What follows belongs to an exercise in optimizing a design on an open flow for small area; a production flow would make more cautious choices.
In this exercise RTL edits were held to simulation tests only and were not proved equivalent to the original.

==> v15: inputs <==
==> flow/design.v <==
package note_pkg;
  localparam int NUM_LANES_DEF  = 5;
  localparam int DEPTH_DEF      = 8;
  localparam int SPEED_DEF      = 4;
  localparam int HIT_Y_DEF      = 440;
  localparam int HIT_WIN_DEF    = 12;
  localparam int NOTE_H_DEF     = 16;
  localparam int NOTE_W_DEF     = 48;
  localparam int LANE_X0_DEF    = 120;
  localparam int LANE_PITCH_DEF = 80;
  localparam logic [15:0] HIT_BASE = 16'd10;
  localparam int LANE_IDX_W = $clog2(NUM_LANES_DEF);
  typedef logic [LANE_IDX_W-1:0] lane_idx_t;
  function automatic logic [15:0] sat_add16(input logic [15:0] a, input logic [15:0] b);
    logic [16:0] sum;
    sum = {1'b0, a} + {1'b0, b};
    sat_add16 = sum[16] ? 16'hFFFF : sum[15:0];
  endfunction
  function automatic logic [7:0] sat_inc8(input logic [7:0] a);
    sat_inc8 = (a == 8'hFF) ? 8'hFF : a + 8'd1;
  endfunction
endpackage
module note_lane
#(
  parameter int DEPTH   = note_pkg::DEPTH_DEF,
  parameter int SPEED   = note_pkg::SPEED_DEF,
  parameter int HIT_Y   = note_pkg::HIT_Y_DEF,
  parameter int HIT_WIN = note_pkg::HIT_WIN_DEF
) (
  input  logic                   Clk,
  input  logic                   Reset_n,
  input  logic                   spawn,
  input  logic                   pop_hit,
  input  logic [6:0]             t_now,
  input  logic [6:0]             t_next,
  output logic                   full,
  output logic                   in_win,
  output logic                   miss_det,
  output logic [7*DEPTH-1:0]     stamps,
  output logic [$clog2(DEPTH):0] head,
  output logic [$clog2(DEPTH):0] tail
);
  localparam int PW = $clog2(DEPTH);
  localparam logic [6:0] AGE_LO = 7'((HIT_Y - HIT_WIN) / SPEED);
  localparam logic [6:0] AGE_HI = 7'((HIT_Y + HIT_WIN) / SPEED);
  logic [6:0]       st_r [DEPTH];
  logic [PW:0]      head_r;
  logic [PW:0]      tail_r;
  logic [6:0]       age_s;
  logic             empty_s;
  logic             push_s;
  logic             pop_s;
  logic [DEPTH-1:0] head_oh_s;
  logic [DEPTH-1:0] tail_oh_s;
  logic [6:0]       head_st_s;
  logic             same_s;
  always_comb begin
    for (int j = 0; j < DEPTH; j++) begin
      head_oh_s[j] = (head_r[PW-1:0] == PW'(j));
      tail_oh_s[j] = (tail_r[PW-1:0] == PW'(j));
    end
    head_st_s = '0;
    for (int j = 0; j < DEPTH; j++) head_st_s = head_st_s | (head_oh_s[j] ? st_r[j] : 7'd0);
    same_s   = (head_r[PW-1:0] == tail_r[PW-1:0]);
    empty_s  = same_s && (head_r[PW] == tail_r[PW]);
    full     = same_s && (head_r[PW] != tail_r[PW]);
    age_s    = t_now - head_st_s;
    miss_det = !empty_s && (age_s > AGE_HI);
    in_win   = !empty_s && (age_s >= AGE_LO) && (age_s <= AGE_HI);
    push_s   = spawn && !full;
    pop_s    = (pop_hit && in_win) || miss_det;
  end
  function automatic logic [PW:0] inc_ptr(input logic [PW:0] p);
    logic c;
    c = 1'b1;
    for (int b = 0; b <= PW; b++) begin
      inc_ptr[b] = p[b] ^ c;
      c          = c & p[b];
    end
  endfunction
  always_ff @(posedge Clk or negedge Reset_n) begin
    if (!Reset_n) begin
      head_r <= '0;
      tail_r <= '0;
    end else begin
      if (push_s) tail_r <= inc_ptr(tail_r);
      if (pop_s)  head_r <= inc_ptr(head_r);
    end
  end
  always_ff @(posedge Clk) begin
    for (int j = 0; j < DEPTH; j++) begin
      if (push_s && tail_oh_s[j]) st_r[j] <= t_next;
    end
  end
  always_comb begin
    for (int j = 0; j < DEPTH; j++) stamps[7*j +: 7] = st_r[j];
    head = head_r;
    tail = tail_r;
  end
endmodule
module note_lane_engine
#(
  parameter int NUM_LANES  = note_pkg::NUM_LANES_DEF,
  parameter int DEPTH      = note_pkg::DEPTH_DEF,
  parameter int SPEED      = note_pkg::SPEED_DEF,
  parameter int HIT_Y      = note_pkg::HIT_Y_DEF,
  parameter int HIT_WIN    = note_pkg::HIT_WIN_DEF,
  parameter int NOTE_H     = note_pkg::NOTE_H_DEF,
  parameter int NOTE_W     = note_pkg::NOTE_W_DEF,
  parameter int LANE_X0    = note_pkg::LANE_X0_DEF,
  parameter int LANE_PITCH = note_pkg::LANE_PITCH_DEF
) (
  input  logic                         Clk,
  input  logic                         Reset_n,
  input  logic                         frame_clk,
  input  logic                         spawn_valid,
  input  logic [$clog2(NUM_LANES)-1:0] spawn_lane,
  output logic                         spawn_ready,
  input  logic [NUM_LANES-1:0]         lane_press,
  input  logic [9:0]                   DrawX,
  input  logic [9:0]                   DrawY,
  output logic [NUM_LANES-1:0]         is_note,
  output logic [NUM_LANES-1:0]         hit_pulse,
  output logic [NUM_LANES-1:0]         miss_pulse,
  output logic [15:0]                  score,
  output logic [7:0]                   combo
);
  localparam int PW   = $clog2(DEPTH);
  localparam int SPAN = NOTE_H / SPEED;
  logic [1:0]           frame_sync_r;
  logic                 frame_prev_r;
  logic [NUM_LANES-1:0] press_d_r;
  logic [NUM_LANES-1:0] press_prev_r;
  logic [NUM_LANES-1:0] pending_r;
  logic [NUM_LANES-1:0] hit_pulse_r;
  logic [NUM_LANES-1:0] miss_pulse_r;
  logic [15:0]          score_r;
  logic [7:0]           combo_r;
  logic [6:0]           t_r;
  logic                 tick_s;
  logic [NUM_LANES-1:0] rise_s;
  logic [NUM_LANES-1:0] grant_s;
  logic [NUM_LANES-1:0] hit_s;
  logic                 ghost_s;
  logic                 found_s;
  logic [NUM_LANES-1:0] spawn_en_s;
  logic [NUM_LANES-1:0] full_s;
  logic [NUM_LANES-1:0] in_win_s;
  logic [NUM_LANES-1:0] miss_s;
  logic [15:0]          score_nxt_s;
  logic [7:0]           combo_nxt_s;
  logic                 sel_s;
  logic [6:0]           t_next_s;
  logic [7*DEPTH-1:0]   stamps_s [NUM_LANES];
  logic [PW:0]          head_s   [NUM_LANES];
  logic [PW:0]          tail_s   [NUM_LANES];
  logic [NUM_LANES-1:0] x_ok_s;
  logic [7*DEPTH-1:0]   px_st_s;
  logic [PW:0]          px_head_s;
  logic [PW:0]          px_tail_s;
  logic [DEPTH-1:0]     px_live_s;
  logic [6:0]           f_q_s;
  logic [6:0]           d_s;
  logic [6:0]           g_s;
  logic                 px_hit_s;
  always_comb begin
    tick_s  = frame_sync_r[1] & ~frame_prev_r;
    rise_s  = press_d_r & ~press_prev_r;
    found_s = 1'b0;
    for (int i = 0; i < NUM_LANES; i++) begin
      grant_s[i] = pending_r[i] & ~found_s;
      found_s    = found_s | pending_r[i];
    end
    hit_s   = grant_s & in_win_s;
    ghost_s = (grant_s != {NUM_LANES{1'b0}}) && (hit_s == {NUM_LANES{1'b0}});
    spawn_ready = 1'b0;
    sel_s       = 1'b0;
    for (int i = 0; i < NUM_LANES; i++) begin
      sel_s         = (int'(spawn_lane) == i);
      spawn_ready   = spawn_ready | (sel_s & ~full_s[i]);
      spawn_en_s[i] = spawn_valid & sel_s & ~full_s[i];
    end
  end
  always_comb begin
    t_next_s = t_r + {6'd0, tick_s};
  end
  always_ff @(posedge Clk) begin
    t_r <= t_next_s;
  end
  always_comb begin
    logic [16:0] sum;
    logic        any_hit;
    any_hit     = (hit_s != {NUM_LANES{1'b0}});
    sum         = {1'b0, score_r} + {8'd0, any_hit ? (9'(note_pkg::HIT_BASE) + {1'b0, combo_r}) : 9'd0};
    score_nxt_s = sum[16] ? 16'hFFFF : sum[15:0];
    combo_nxt_s = combo_r + {7'd0, any_hit && (combo_r != 8'hFF)};
    if (ghost_s || (miss_s != {NUM_LANES{1'b0}})) combo_nxt_s = 8'd0;
  end
  always_ff @(posedge Clk or negedge Reset_n) begin
    if (!Reset_n) begin
      frame_sync_r <= 2'b00;
      frame_prev_r <= 1'b0;
      press_d_r    <= {NUM_LANES{1'b0}};
      press_prev_r <= {NUM_LANES{1'b0}};
      pending_r    <= {NUM_LANES{1'b0}};
      hit_pulse_r  <= {NUM_LANES{1'b0}};
      miss_pulse_r <= {NUM_LANES{1'b0}};
      score_r      <= 16'd0;
      combo_r      <= 8'd0;
    end else begin
      frame_sync_r <= {frame_sync_r[0], frame_clk};
      frame_prev_r <= frame_sync_r[1];
      press_d_r    <= lane_press;
      press_prev_r <= press_d_r;
      pending_r    <= (pending_r & ~grant_s) | rise_s;
      hit_pulse_r  <= hit_s;
      miss_pulse_r <= miss_s;
      score_r      <= score_nxt_s;
      combo_r      <= combo_nxt_s;
    end
  end
  assign hit_pulse  = hit_pulse_r;
  assign miss_pulse = miss_pulse_r;
  assign score      = score_r;
  assign combo      = combo_r;
  for (genvar gi = 0; gi < NUM_LANES; gi++) begin : g_lane
    note_lane #(
      .DEPTH   (DEPTH),
      .SPEED   (SPEED),
      .HIT_Y   (HIT_Y),
      .HIT_WIN (HIT_WIN)
    ) u_lane (
      .Clk      (Clk),
      .Reset_n  (Reset_n),
      .spawn    (spawn_en_s[gi]),
      .pop_hit  (hit_s[gi]),
      .t_now    (t_r),
      .t_next   (t_next_s),
      .full     (full_s[gi]),
      .in_win   (in_win_s[gi]),
      .miss_det (miss_s[gi]),
      .stamps   (stamps_s[gi]),
      .head     (head_s[gi]),
      .tail     (tail_s[gi])
    );
  end
  always_comb begin
    px_st_s   = '0;
    px_head_s = '0;
    px_tail_s = '0;
    for (int i = 0; i < NUM_LANES; i++) begin
      x_ok_s[i] = (DrawX >= 10'(LANE_X0 + i * LANE_PITCH)) &&
                  (DrawX < 10'(LANE_X0 + i * LANE_PITCH + NOTE_W));
      px_st_s   = px_st_s   | (x_ok_s[i] ? stamps_s[i] : '0);
      px_head_s = px_head_s | (x_ok_s[i] ? head_s[i]   : '0);
      px_tail_s = px_tail_s | (x_ok_s[i] ? tail_s[i]   : '0);
    end
    for (int j = 0; j < DEPTH; j++) begin
      if (px_head_s[PW] == px_tail_s[PW])
        px_live_s[j] = (PW'(j) >= px_head_s[PW-1:0]) && (PW'(j) < px_tail_s[PW-1:0]);
      else
        px_live_s[j] = (PW'(j) >= px_head_s[PW-1:0]) || (PW'(j) < px_tail_s[PW-1:0]);
    end
    f_q_s    = t_r - DrawY[8:2];
    g_s      = DrawY[8:2] - t_r;
    px_hit_s = 1'b0;
    for (int j = 0; j < DEPTH; j++) begin
      d_s = px_st_s[7*j +: 7];
      px_hit_s = px_hit_s | (px_live_s[j] &&
        ((d_s[2] ^ g_s[2]) == ((d_s[1] & g_s[1]) | ((d_s[1] | g_s[1]) & d_s[0] & g_s[0]))) &&
        ((d_s[3] ^ g_s[3]) == (d_s[2] | g_s[2])) && ((d_s[4] ^ g_s[4]) == (d_s[3] | g_s[3])) &&
        ((d_s[5] ^ g_s[5]) == (d_s[4] | g_s[4])) && ((d_s[6] ^ g_s[6]) == (d_s[5] | g_s[5])));
    end
    is_note = x_ok_s & {NUM_LANES{px_hit_s && !DrawY[9]}};
  end
endmodule
==> flow/flow/run.sh <==
#!/bin/bash
# Own layout flow: the standard flow (standard synthesis unchanged) with
# a leaner clock tree and port buffers.
#   - clock tree: clkbuf_16 leaves over larger sink clusters, no dummy loads
#   - port buffers: the smallest buffer; repair_design upsizes where needed
# Each tool's full output goes to ORFS's own logs under orfs/logs; make's
# output goes to standard.log here.
set -euo pipefail
export CTS_ARGS="-sink_clustering_enable -repair_clock_nets -dont_use_dummy_load -buf_list sky130_fd_sc_hd__clkbuf_16 -sink_clustering_size 20 -sink_clustering_max_diameter 50"
export BUFFER_PORTS_ARGS="-buffer_cell sky130_fd_sc_hd__buf_1"
bash standard.sh > standard.log 2>&1
==> flow/standard.sh <==
#!/bin/bash
# synth_recipe.tcl (not shown) runs the flow's synth.tcl, then flattens the netlist and writes it again
# the make line also repeats each setting of config.mk as NAME=value (left out here)
make -C /OpenROAD-flow-scripts/flow DESIGN_CONFIG=/design/flow/config.mk WORK_HOME=/design/flow/orfs CLKGATE_MAP_FILE= SYNTH_SCRIPT=/design/flow/synth_recipe.tcl "${@:-finish}"
==> flow/config.mk <==
export PLATFORM = sky130hd
export DESIGN_NAME = note_lane_engine
export DESIGN_NICKNAME = note_lane_engine
export VERILOG_FILES = /design/flow/design.v
export SDC_FILE = /design/flow/constraint.sdc
export NUM_CORES = 4
export LEC_CHECK = 0
export CAP_MARGIN = 20
export CORE_MARGIN = 2
export CORE_UTILIZATION = 60
export SLEW_MARGIN = 20
==> flow/constraint.sdc <==
create_clock -name core_clock -period 10.0 [get_ports {Clk}]
set_input_delay 2.0000 -clock core_clock [delete_from_list [all_inputs] [get_ports {Clk}]]
set_output_delay 2.0000 -clock core_clock [all_outputs]
set_load 0.01 [all_outputs]
==> v19: changes against v15 <==
==> flow/design.v, changed modules only <==
module note_lane
#(
  parameter int DEPTH   = note_pkg::DEPTH_DEF,
  parameter int SPEED   = note_pkg::SPEED_DEF,
  parameter int HIT_Y   = note_pkg::HIT_Y_DEF,
  parameter int HIT_WIN = note_pkg::HIT_WIN_DEF
) (
  input  logic                   Clk,
  input  logic                   Reset_n,
  input  logic                   spawn,
  input  logic                   pop_hit,
  input  logic [6:0]             t_now,
  input  logic [6:0]             t_next,
  output logic                   full,
  output logic                   in_win,
  output logic                   miss_det,
  output logic [7*DEPTH-1:0]     stamps,
  output logic [$clog2(DEPTH)-1:0] head,
  output logic [$clog2(DEPTH)-1:0] tail
);
  localparam int PW = $clog2(DEPTH);
  localparam logic [6:0] AGE_LO = 7'((HIT_Y - HIT_WIN) / SPEED);
  localparam logic [6:0] AGE_HI = 7'((HIT_Y + HIT_WIN) / SPEED);
  logic [6:0]       st_r [DEPTH];
  logic [PW-1:0]    head_r;
  logic [PW-1:0]    tail_r;
  logic             full_r;
  logic [6:0]       age_s;
  logic             empty_s;
  logic             push_s;
  logic             pop_s;
  logic [DEPTH-1:0] head_oh_s;
  logic [DEPTH-1:0] tail_oh_s;
  logic [6:0]       head_st_s;
  logic             same_s;
  always_comb begin
    for (int j = 0; j < DEPTH; j++) begin
      head_oh_s[j] = (head_r == PW'(j));
      tail_oh_s[j] = (tail_r == PW'(j));
    end
    head_st_s = '0;
    for (int j = 0; j < DEPTH; j++) head_st_s = head_st_s | (head_oh_s[j] ? st_r[j] : 7'd0);
    same_s   = (head_r == tail_r);
    empty_s  = same_s && !full_r;
    full     = full_r;
    age_s    = t_now - head_st_s;
    miss_det = !empty_s && (age_s > AGE_HI);
    in_win   = !empty_s && (age_s >= AGE_LO) && (age_s <= AGE_HI);
    push_s   = spawn && !full;
    pop_s    = (pop_hit && in_win) || miss_det;
  end
  always_ff @(posedge Clk or negedge Reset_n) begin
    if (!Reset_n) begin
      head_r <= '0;
      tail_r <= '0;
      full_r <= 1'b0;
    end else begin
      if (push_s) tail_r <= tail_r + 1'b1;
      if (pop_s)  head_r <= head_r + 1'b1;
      if (pop_s)
        full_r <= 1'b0;
      else if (push_s && (PW'(tail_r + 1'b1) == head_r))
        full_r <= 1'b1;
    end
  end
  always_ff @(posedge Clk) begin
    for (int j = 0; j < DEPTH; j++) begin
      if (push_s && tail_oh_s[j]) st_r[j] <= t_next;
    end
  end
  always_comb begin
    for (int j = 0; j < DEPTH; j++) stamps[7*j +: 7] = st_r[j];
    head = head_r;
    tail = tail_r;
  end
endmodule
module note_lane_engine
#(
  parameter int NUM_LANES  = note_pkg::NUM_LANES_DEF,
  parameter int DEPTH      = note_pkg::DEPTH_DEF,
  parameter int SPEED      = note_pkg::SPEED_DEF,
  parameter int HIT_Y      = note_pkg::HIT_Y_DEF,
  parameter int HIT_WIN    = note_pkg::HIT_WIN_DEF,
  parameter int NOTE_H     = note_pkg::NOTE_H_DEF,
  parameter int NOTE_W     = note_pkg::NOTE_W_DEF,
  parameter int LANE_X0    = note_pkg::LANE_X0_DEF,
  parameter int LANE_PITCH = note_pkg::LANE_PITCH_DEF
) (
  input  logic                         Clk,
  input  logic                         Reset_n,
  input  logic                         frame_clk,
  input  logic                         spawn_valid,
  input  logic [$clog2(NUM_LANES)-1:0] spawn_lane,
  output logic                         spawn_ready,
  input  logic [NUM_LANES-1:0]         lane_press,
  input  logic [9:0]                   DrawX,
  input  logic [9:0]                   DrawY,
  output logic [NUM_LANES-1:0]         is_note,
  output logic [NUM_LANES-1:0]         hit_pulse,
  output logic [NUM_LANES-1:0]         miss_pulse,
  output logic [15:0]                  score,
  output logic [7:0]                   combo
);
  localparam int PW   = $clog2(DEPTH);
  localparam int SPAN = NOTE_H / SPEED;
  logic [1:0]           frame_sync_r;
  logic                 frame_prev_r;
  logic [NUM_LANES-1:0] press_d_r;
  logic [NUM_LANES-1:0] press_prev_r;
  logic [NUM_LANES-1:0] pending_r;
  logic [NUM_LANES-1:0] hit_pulse_r;
  logic [NUM_LANES-1:0] miss_pulse_r;
  logic [15:0]          score_r;
  logic [7:0]           combo_r;
  logic [6:0]           t_r;
  logic                 tick_s;
  logic [NUM_LANES-1:0] rise_s;
  logic [NUM_LANES-1:0] grant_s;
  logic [NUM_LANES-1:0] hit_s;
  logic                 ghost_s;
  logic                 found_s;
  logic [NUM_LANES-1:0] spawn_en_s;
  logic [NUM_LANES-1:0] full_s;
  logic [NUM_LANES-1:0] in_win_s;
  logic [NUM_LANES-1:0] miss_s;
  logic [15:0]          score_nxt_s;
  logic [7:0]           combo_nxt_s;
  logic                 sel_s;
  logic [6:0]           t_next_s;
  logic [7*DEPTH-1:0]   stamps_s [NUM_LANES];
  logic [PW-1:0]        head_s   [NUM_LANES];
  logic [PW-1:0]        tail_s   [NUM_LANES];
  logic [NUM_LANES-1:0] x_ok_s;
  logic [7*DEPTH-1:0]   px_st_s;
  logic [PW-1:0]        px_head_s;
  logic [PW-1:0]        px_tail_s;
  logic                 px_full_s;
  logic [DEPTH-1:0]     px_live_s;
  logic [6:0]           f_q_s;
  logic [6:0]           d_s;
  logic [6:0]           g_s;
  logic                 px_hit_s;
  always_comb begin
    tick_s  = frame_sync_r[1] & ~frame_prev_r;
    rise_s  = press_d_r & ~press_prev_r;
    found_s = 1'b0;
    for (int i = 0; i < NUM_LANES; i++) begin
      grant_s[i] = pending_r[i] & ~found_s;
      found_s    = found_s | pending_r[i];
    end
    hit_s   = grant_s & in_win_s;
    ghost_s = (grant_s != {NUM_LANES{1'b0}}) && (hit_s == {NUM_LANES{1'b0}});
    spawn_ready = 1'b0;
    sel_s       = 1'b0;
    for (int i = 0; i < NUM_LANES; i++) begin
      sel_s         = (int'(spawn_lane) == i);
      spawn_ready   = spawn_ready | (sel_s & ~full_s[i]);
      spawn_en_s[i] = spawn_valid & sel_s & ~full_s[i];
    end
  end
  always_comb begin
    t_next_s = t_r + {6'd0, tick_s};
  end
  always_ff @(posedge Clk) begin
    t_r <= t_next_s;
  end
  always_comb begin
    logic [16:0] sum;
    logic        any_hit;
    any_hit     = (hit_s != {NUM_LANES{1'b0}});
    sum         = {1'b0, score_r} + {8'd0, any_hit ? (9'(note_pkg::HIT_BASE) + {1'b0, combo_r}) : 9'd0};
    score_nxt_s = sum[16] ? 16'hFFFF : sum[15:0];
    combo_nxt_s = combo_r + {7'd0, any_hit && (combo_r != 8'hFF)};
    if (ghost_s || (miss_s != {NUM_LANES{1'b0}})) combo_nxt_s = 8'd0;
  end
  always_ff @(posedge Clk or negedge Reset_n) begin
    if (!Reset_n) begin
      frame_sync_r <= 2'b00;
      frame_prev_r <= 1'b0;
      press_d_r    <= {NUM_LANES{1'b0}};
      press_prev_r <= {NUM_LANES{1'b0}};
      pending_r    <= {NUM_LANES{1'b0}};
      hit_pulse_r  <= {NUM_LANES{1'b0}};
      miss_pulse_r <= {NUM_LANES{1'b0}};
      score_r      <= 16'd0;
      combo_r      <= 8'd0;
    end else begin
      frame_sync_r <= {frame_sync_r[0], frame_clk};
      frame_prev_r <= frame_sync_r[1];
      press_d_r    <= lane_press;
      press_prev_r <= press_d_r;
      pending_r    <= (pending_r & ~grant_s) | rise_s;
      hit_pulse_r  <= hit_s;
      miss_pulse_r <= miss_s;
      score_r      <= score_nxt_s;
      combo_r      <= combo_nxt_s;
    end
  end
  assign hit_pulse  = hit_pulse_r;
  assign miss_pulse = miss_pulse_r;
  assign score      = score_r;
  assign combo      = combo_r;
  for (genvar gi = 0; gi < NUM_LANES; gi++) begin : g_lane
    note_lane #(
      .DEPTH   (DEPTH),
      .SPEED   (SPEED),
      .HIT_Y   (HIT_Y),
      .HIT_WIN (HIT_WIN)
    ) u_lane (
      .Clk      (Clk),
      .Reset_n  (Reset_n),
      .spawn    (spawn_en_s[gi]),
      .pop_hit  (hit_s[gi]),
      .t_now    (t_r),
      .t_next   (t_next_s),
      .full     (full_s[gi]),
      .in_win   (in_win_s[gi]),
      .miss_det (miss_s[gi]),
      .stamps   (stamps_s[gi]),
      .head     (head_s[gi]),
      .tail     (tail_s[gi])
    );
  end
  always_comb begin
    px_st_s   = '0;
    px_head_s = '0;
    px_tail_s = '0;
    px_full_s = 1'b0;
    for (int i = 0; i < NUM_LANES; i++) begin
      x_ok_s[i] = (DrawX >= 10'(LANE_X0 + i * LANE_PITCH)) &&
                  (DrawX < 10'(LANE_X0 + i * LANE_PITCH + NOTE_W));
      px_st_s   = px_st_s   | (x_ok_s[i] ? stamps_s[i] : '0);
      px_head_s = px_head_s | (x_ok_s[i] ? head_s[i]   : '0);
      px_tail_s = px_tail_s | (x_ok_s[i] ? tail_s[i]   : '0);
      px_full_s = px_full_s | (x_ok_s[i] & full_s[i]);
    end
    for (int j = 0; j < DEPTH; j++) begin
      if (px_full_s)
        px_live_s[j] = 1'b1;
      else if (px_head_s <= px_tail_s)
        px_live_s[j] = (PW'(j) >= px_head_s) && (PW'(j) < px_tail_s);
      else
        px_live_s[j] = (PW'(j) >= px_head_s) || (PW'(j) < px_tail_s);
    end
    f_q_s    = t_r - DrawY[8:2];
    g_s      = DrawY[8:2] - t_r;
    px_hit_s = 1'b0;
    for (int j = 0; j < DEPTH; j++) begin
      d_s = px_st_s[7*j +: 7];
      px_hit_s = px_hit_s | (px_live_s[j] &&
        ((d_s[2] ^ g_s[2]) == ((d_s[1] & g_s[1]) | ((d_s[1] | g_s[1]) & d_s[0] & g_s[0]))) &&
        ((d_s[3] ^ g_s[3]) == (d_s[2] | g_s[2])) && ((d_s[4] ^ g_s[4]) == (d_s[3] | g_s[3])) &&
        ((d_s[5] ^ g_s[5]) == (d_s[4] | g_s[4])) && ((d_s[6] ^ g_s[6]) == (d_s[5] | g_s[5])));
    end
    is_note = x_ok_s & {NUM_LANES{px_hit_s && !DrawY[9]}};
  end
endmodule
==> flow/flow/run.sh (replaced) <==
#!/bin/bash
# Own layout flow: the standard flow with three changes.
#   - synthesis: the same ORFS synthesis script (same registers and names),
#     but ABC maps for area (flow/abc_area.script) instead of for speed, and
#     adders are not given the Kogge-Stone carry map
#   - clock tree: clkbuf_4 leaves over small sink clusters, no dummy loads
#   - port buffers: the smallest buffer; repair_design upsizes where needed
# Each tool's full output goes to ORFS's own logs under orfs/logs; make's
# output goes to standard.log here.
set -euo pipefail
W=$PWD
# synthesis script: synth_recipe.tcl with abc's script swapped
{
  echo 'proc abc {args} {'
  echo '  set i [lsearch $args -script]'
  echo "  lset args [expr {\$i + 1}] $W/flow/abc_area.script"
  echo '  yosys abc {*}$args'
  echo '}'
  cat synth_recipe.tcl
} > synth_area.tcl
sed "s#SYNTH_SCRIPT=[^ ]*#SYNTH_SCRIPT=$W/synth_area.tcl#" standard.sh > standard_area.sh
grep -q "SYNTH_SCRIPT=$W/synth_area.tcl" standard_area.sh
export SYNTH_OPERATIONS_ARGS="-nordff"
export CTS_ARGS="-sink_clustering_enable -repair_clock_nets -dont_use_dummy_load -buf_list sky130_fd_sc_hd__clkbuf_4 -sink_clustering_size 7 -sink_clustering_max_diameter 35"
export BUFFER_PORTS_ARGS="-buffer_cell sky130_fd_sc_hd__buf_1"
bash standard_area.sh > standard.log 2>&1
==> flow/flow/abc_area.script (new file) <==
&get -n
&st
&dch
&nf
&st
&syn2
&dch
&nf
&st
&dch -f
&nf -a
&put
CORE_UTILIZATION = 75   (was 60)
==> v21: changes against v15 <==
==> flow/run.sh (new file) <==
#!/bin/bash
# synth_recipe.tcl (not shown) runs the flow's synth.tcl, then flattens the netlist and writes it again
# the make line also repeats each setting of config.mk as NAME=value (left out here)
make -C /OpenROAD-flow-scripts/flow DESIGN_CONFIG=/design/flow/config.mk WORK_HOME=/design/flow/orfs CLKGATE_MAP_FILE= SYNTH_SCRIPT=/design/flow/synth_recipe.tcl finish
CORE_UTILIZATION = 40   (was 60)
removed: flow/flow/run.sh
removed: flow/standard.sh
==> results.yml <==
status:
  status: "timing/DRC/antenna clean"
grt:
  grt_usage_pct: 25.78
  use_met2_pct: 39.68
floorplanning:
  die_y_um: 228.0
yosys:
  synthXorXnorAreaFrac_pct: 5.976
  avgSynthCellArea_um2: 12.27
cells_and_area:
  nClkBuffers: 58
detailed_routing:
  routedWlPerCell_um: 28.45
placement:
  placed_area_mm2: 0.02158
# the run above: v21

==> results.yml <==
status:
  status: "timing/DRC/antenna clean"
clocking:
  postCtsHoldBufs: 0
yosys:
  synthAdderAreaFrac_pct: 10.10
  avgSynthCellArea_um2: 12.27
sta:
  drv_slew: 0
floorplanning:
  die_y_um: 186.9
grt:
  grt_usage_pct: 36.46
cells_and_area:
  nClkBuffers: 38
placement:
  gp_congestion: 0.9586
# the run above: v15

==> results.yml <==
status:
  status: "timing/DRC/antenna clean"
sta:
  final-setup-viol-count: 0
  fin_ws_ns: 0.8930
cells_and_area:
  nClkBuffers: 61
floorplanning:
  die_y_um: 164.0
  dieArea_mm2: 0.02690
grt:
  grt_usage_pct: 49.39
  use_met2_pct: 71.14
yosys:
  synthXorXnorAreaFrac_pct: 5.154
  avgSynthCellArea_um2: 12.81
  syn_nets: 1704
worst_setup_path:
  required_ns: 8.00
  crit_path_max_incr_delay_ns: 0.59
power_and_ir_drop:
  finalPower_mw: 6.715
placement:
  placed_area_mm2: 0.02010
detailed_routing:
  routedWlPerCell_um: 32.66
# the run above: v19

-- static timing again, ports no longer ideal --
The flow's constraints put no driver on any port. The routed layouts listed below were extracted and timed again, unchanged, in two steps. Step 1: set_driving_cell puts a clkbuf_16 on Clk and a buf_2 on each other input, an assumption about the parent block. Step 2 times the ports against the registers' clock, not the clock port: input delays grow and output delays shrink by t, the midpoint of the rising clock arrivals with the driver on. Slacks: ideal ports / drivers / drivers and shift; pairs: ideal ports / drivers.
run	t (ns)	setup slack, ns	worst setup path after step 2	worst register clock-pin slew, ns	cell pins on the clock port's net
v15	0.583	1.909 / 1.886 / 1.886	input to output	0.08 / 0.08	1
v19	0.780	0.893 / 0.869 / 0.869	input to output	0.09 / 0.09	1
v21	0.637	1.346 / 1.312 / 1.312	input to output	0.07 / 0.07	1
After both steps setup and hold are still met in every run listed. For v21, which loses most, drivers alone change the setup slack by -0.034 ns; drivers and shift together by -0.034 ns.
